Source: an optimization exercise on an open RTL-to-GDS flow (aim: small area, a short achievable clock period and few clock cycles per item). Production flows keep margins and buffers that such runs may drop. At most, simulation tests tie the RTL to the original design; equivalence was not proved. Power figures rest on the tool's default switching activity, not on a simulated workload.

==> inputs of trial 55 <==
## m31_ext_mix16
module m31_ext_mix16 #(
  parameter int T     = 16,
  parameter int TAG_W = 8
) (
  input  logic               clk,
  input  logic               rst_n,
  input  logic               in_valid,
  output logic               in_ready,
  input  logic [T*31-1:0]    in_state,
  input  logic [TAG_W-1:0]   in_tag,
  output logic               out_valid,
  input  logic               out_ready,
  output logic [T*31-1:0]    out_state,
  output logic [TAG_W-1:0]   out_tag
);
  function automatic logic [61:0] csa(input logic [30:0] a, input logic [30:0] b,
                                      input logic [30:0] c);
    logic [30:0] s, m;
    s = a ^ b ^ c;
    m = (a & b) | (a & c) | (b & c);
    csa = {s, m[29:0], m[30]};
  endfunction
  function automatic logic [30:0] colsum(input logic [30:0] x0, input logic [30:0] x1,
                                         input logic [30:0] x2, input logic [30:0] x3);
    logic [61:0] u, v;
    logic [30:0] r;
    logic        z;
    u = csa(x0, x1, x2);
    v = csa(u[61:31], u[30:0], x3);
    z = &(v[61:31] & v[30:0]);
    r = cadd(v[61:31], v[30:0]);
    colsum = z ? 31'd0 : r;
  endfunction
  ...
clock: 23.0 ns
lec_check: 0
cap_margin: 20
core_margin: 2
core_utilization: 40
slew_margin: 20
run.sh (not shown) runs the stock make flow with config.mk's settings and CLKGATE_MAP_FILE= SYNTH_SCRIPT=/design/flow/synth_recipe.tcl, a recipe that flattens the netlist after the stock synthesis.
==> trial 3: changes against trial 55 <==
==> flow/flow/run.sh (new file) <==
#!/bin/bash
# Own layout flow: the standard ORFS flow with a few changes, chosen by the
# files beside this script:
#   env.sh      extra environment settings for ORFS (sourced first)
#   abc.script  if present, the ABC script used in place of ORFS's abc_speed.script
#               (the rest of the synthesis is the standard synthesis, unchanged)
set -euo pipefail
W=$(pwd)
F=$W/flow
if [[ -f $F/env.sh ]]; then
  source "$F/env.sh"
fi
if [[ -f $F/abc.script ]]; then
  sed "/source \$::env(SCRIPTS_DIR)\/synth_preamble.tcl/a set abc_args [lreplace \$abc_args 1 1 $F/abc.script]" \
    "$FLOW_HOME/scripts/synth.tcl" > "$W/synth_mod.tcl"
  sed "s|source \$::env(SCRIPTS_DIR)/synth.tcl|source $W/synth_mod.tcl|" \
    "$W/synth_recipe.tcl" > "$W/my_synth.tcl"
  sed "s|SYNTH_SCRIPT=[^ ]*|SYNTH_SCRIPT=$W/my_synth.tcl|" "$W/standard.sh" > "$W/my_standard.sh"
else
  cp "$W/standard.sh" "$W/my_standard.sh"
fi
bash "$W/my_standard.sh" > "$W/flow_make.log" 2>&1
==> flow/flow/env.sh (new file) <==
# IO port buffers: the smallest buffer instead of ORFS's default pick
export BUFFER_PORTS_ARGS="-buffer_cell sky130_fd_sc_hd__buf_1"
# repair_timing after CTS and global routing aims for 13 ns of slack (a 10 ns period)
export SETUP_SLACK_MARGIN=13
==> flow/standard.sh (new file) <==
#!/bin/bash
# synth_recipe.tcl (not shown) runs the flow's synth.tcl, then flattens the netlist and writes it again
# the make line also repeats each setting of config.mk as NAME=value (left out here)
make -C /OpenROAD-flow-scripts/flow DESIGN_CONFIG=/design/flow/config.mk WORK_HOME=/design/flow/orfs CLKGATE_MAP_FILE= SYNTH_SCRIPT=/design/flow/synth_recipe.tcl "${@:-finish}"
- CORE_UTILIZATION: 40 -> 50
removed: flow/run.sh
==> flow_summary.toml <==
[clock_network]
cts_buffers = 77

[power_and_ir_drop]
p_seq_share_pct = 17.9

[status]
status = "timing/DRC/antenna clean"

[layout]
multi_input_area_share_pct = 55.3

[routing]
wire_per_inst_um = 27.9
vias_per_cell = 6.18

[global_routing]
grt_pass1_vias = 44482
grt_pass1_wl_mm = 299
the above is filed under trial 3

==> flow_summary.toml <==
[layout]
multi_input_area_share_pct = 49.7

[routing]
wire_per_inst_um = 28.3
vias_per_cell = 5.85

[global_routing]
grt_pass1_vias = 44930
globalRouteTotalUtil_pct = 31.6
grt-ovfl-total = 0
grt_pass1_wl_mm = 314

[status]
status = "timing/DRC/antenna clean"

[clock_network]
cts_buffers = 83

[power_and_ir_drop]
p_seq_share_pct = 15.4
the above is filed under trial 55

No functional check of the RTL was part of any run of this note.

---

==> v4 <==
Another version of the RTL of m31_ext_mix16 (not shown whole).
Settings: LEC_CHECK=0, CAP_MARGIN=20, CORE_MARGIN=2, CORE_UTILIZATION=55, CTS_BUF_LIST=sky130_fd_sc_hd__clkbuf_4 sky130_fd_sc_hd__clkbuf_8, SLEW_MARGIN=20; clock period 23.0 ns.
standard.sh (not shown) runs the stock make flow with config.mk's settings and CLKGATE_MAP_FILE= SYNTH_SCRIPT=/design/flow/synth_recipe.tcl, a recipe that flattens the netlist after the stock synthesis.
==> flow/flow/run.sh <==
#!/bin/bash
# Own layout flow: the standard ORFS flow with a few changes, chosen by the
# files beside this script:
#   env.sh      extra environment settings for ORFS (sourced first)
#   abc.script  if present, the ABC script used in place of ORFS's abc_speed.script
#               (the rest of the synthesis is the standard synthesis, unchanged)
set -euo pipefail
W=$(pwd)
F=$W/flow
if [[ -f $F/env.sh ]]; then
  source "$F/env.sh"
fi
if [[ -f $F/abc.script ]]; then
  sed "/source \$::env(SCRIPTS_DIR)\/synth_preamble.tcl/a set abc_args [lreplace \$abc_args 1 1 $F/abc.script]" \
    "$FLOW_HOME/scripts/synth.tcl" > "$W/synth_mod.tcl"
  sed "s|source \$::env(SCRIPTS_DIR)/synth.tcl|source $W/synth_mod.tcl|" \
    "$W/synth_recipe.tcl" > "$W/my_synth.tcl"
  sed "s|SYNTH_SCRIPT=[^ ]*|SYNTH_SCRIPT=$W/my_synth.tcl|" "$W/standard.sh" > "$W/my_standard.sh"
else
  cp "$W/standard.sh" "$W/my_standard.sh"
fi
bash "$W/my_standard.sh" > "$W/flow_make.log" 2>&1
==> flow/flow/env.sh <==
# IO port buffers: the smallest buffer instead of ORFS's default pick
export BUFFER_PORTS_ARGS="-buffer_cell sky130_fd_sc_hd__buf_1"
# repair_timing after CTS and global routing aims for a 9.5 ns period
export SETUP_SLACK_MARGIN=13.5
# keep out_ready and in_ready (joined by one gate) next to each other on the edge
export PRE_IO_PLACEMENT_TCL=$F/io.tcl
==> flow/flow/io.tcl <==
set_io_pin_constraint -group -order -pin_names {out_ready in_ready}
==> inputs of v22, as changes to v4 <==
CTS_BUF_LIST = sky130_fd_sc_hd__clkbuf_8 sky130_fd_sc_hd__clkbuf_16   (was sky130_fd_sc_hd__clkbuf_4 sky130_fd_sc_hd__clkbuf_8)
CTS_CLUSTER_DIAMETER = 80   (was default)
CTS_CLUSTER_SIZE = 24   (was default)
==> inputs of v7, as changes to v4 <==
==> flow/flow/env.sh (replaced) <==
# IO port buffers: the smallest buffer instead of ORFS's default pick
export BUFFER_PORTS_ARGS="-buffer_cell sky130_fd_sc_hd__buf_1"
# repair_timing after CTS and global routing aims for a 9.2 ns period
export SETUP_SLACK_MARGIN=13.8
# keep out_ready and in_ready (joined by one gate) next to each other on the edge
export PRE_IO_PLACEMENT_TCL=$F/io.tcl
CORE_UTILIZATION = 68   (was 55)
CTS_BUF_LIST = default   (was sky130_fd_sc_hd__clkbuf_4 sky130_fd_sc_hd__clkbuf_8)
==> inputs of v32, as changes to v4 <==
CORE_UTILIZATION = 58   (was 55)
CTS_BUF_LIST = sky130_fd_sc_hd__clkbuf_8 sky130_fd_sc_hd__clkbuf_16   (was sky130_fd_sc_hd__clkbuf_4 sky130_fd_sc_hd__clkbuf_8)
CTS_CLUSTER_DIAMETER = 80   (was default)
CTS_CLUSTER_SIZE = 24   (was default)
==> results.txt <==
- v22 finished clean. v32 went through all stages and came out clean. v7 did not get past I/O pin placement (3_2_place_iop). v4 passed the timing, DRC and antenna checks.
- Against v22, the setup slack of v4 is better by 0.0040 ns.
- Global-route usage: v4 is lower than v32 (1.7 points).
- Critical path depth is the same in v22 and v32.
- The lowest sequential share of layout area belongs to v4, the highest to v32.
- Of v22 and v32, v22 has the higher clock power (gap about 2%, measured against v32).
- Synthesized area is the same in v4 and v32.
- Clock skew, highest first: v4, v22, v32.
- Hold slack: v22 > v4 > v32.
- Of v22 and v4, v4 has the higher cell area (gap 1.6%, measured against v4).
- Routed wire length: v22 < v32 < v4.
==> figures <==
Outcome: v22 timing/DRC/antenna clean; v32 timing/DRC/antenna clean; v4 timing/DRC/antenna clean; v7 aborted with a tool error
Stage where the flow stopped: v22 -; v32 -; v4 -; v7 I/O pin placement (3_2_place_iop)
Max-cap violations: v22 0; v32 0; v4 0; v7 -
Setup-violating endpoint count in the final report: v22 0; v32 0; v4 0; v7 -
Category of the worst setup path launch point: v22 input port; v32 input port; v4 input port; v7 -
Antenna diode count: v22 58; v32 74; v4 63; v7 -
Commonest non-fill, non-tap cell in the layout: v22 sky130_fd_sc_hd__buf_1; v32 sky130_fd_sc_hd__buf_1; v4 sky130_fd_sc_hd__buf_1; v7 -
Fraction of standard cell area that is sequential: v22 32.1%; v32 32.1%; v4 31.5%; v7 -
I/O Buffers: v22 1013; v32 1013; v4 1013; v7 -
Crit Reg-Reg Endpoint: v22 x_q[312]; v32 x_q[191]; v4 x_q[313]; v7 -
Power density normalized to cell area: v22 163 mW/mm2; v32 165 mW/mm2; v4 166 mW/mm2; v7 -
Die footprint: v22 0.0958 mm2; v32 0.0909 mm2; v4 0.0958 mm2; v7 -
Post-placement worst setup slack: v22 12.89 ns; v32 12.82 ns; v4 12.89 ns; v7 -
Number of standard cells in the layout, taps in and fillers out: v22 7105; v32 7022; v4 7237; v7 -
IR Drop Worst-Case VDD: v22 0.148 mV; v32 0.158 mV; v4 0.166 mV; v7 -
Top-level port count: v22 1014; v32 1014; v4 1014; v7 -
Stages on worst setup path: v22 3; v32 3; v4 3; v7 -
DRC violation count after routing: v22 0; v32 0; v4 0; v7 -
Via count of the first global-routing pass: v22 41400; v32 41700; v4 42200; v7 -
Core area: v22 0.0929 mm2; v32 0.0881 mm2; v4 0.0929 mm2; v7 -
Die X-Extent: v22 310 um; v32 302 um; v4 310 um; v7 279 um
Total via count in the routed design: v22 44100; v32 44300; v4 44500; v7 -
Testbench counts of v4, summed over its fixed seeds: cycles 4,808, items 4,800.
Testbench counts of v22, summed over its fixed seeds: cycles 4,808, items 4,800.
Testbench counts of v7, summed over its fixed seeds: cycles 4,808, items 4,800.
Testbench counts of v32, summed over its fixed seeds: cycles 4,808, items 4,800.

-- afterwards: timing with drivers on the ports --
The flow's constraints put no driver on any port. The routed layouts listed below were extracted and timed again, unchanged, in two steps. Step 1, drivers: a clkbuf_16 drives clk and a buf_2 each remaining input, both assumed. Step 2 moves the port delays by t, midway between the first and last clock arrival at a register: inputs arrive t later, outputs are due t later. That takes back most of the time a late clock gives input paths. Three values: no drivers, after step 1, after step 2; two values: the first two.
run | t (ns) | setup WS [ns] | pins driven straight from the clock port
trial 55 | 0.768 | 12.137 / 12.115 / 12.115 | 1
trial 3 | 0.742 | 13.110 / 13.080 / 13.080 | 1
v4 | 0.876 | 13.440 / 13.397 / 13.397 | 1
v22 | 0.726 | 13.436 / 13.385 / 13.385 | 1
v32 | 0.708 | 13.453 / 13.410 / 13.410 | 1
After both steps setup and hold are still met in every run listed. For v22, which loses most, drivers alone change the setup slack by -0.051 ns; drivers and shift together by -0.051 ns.
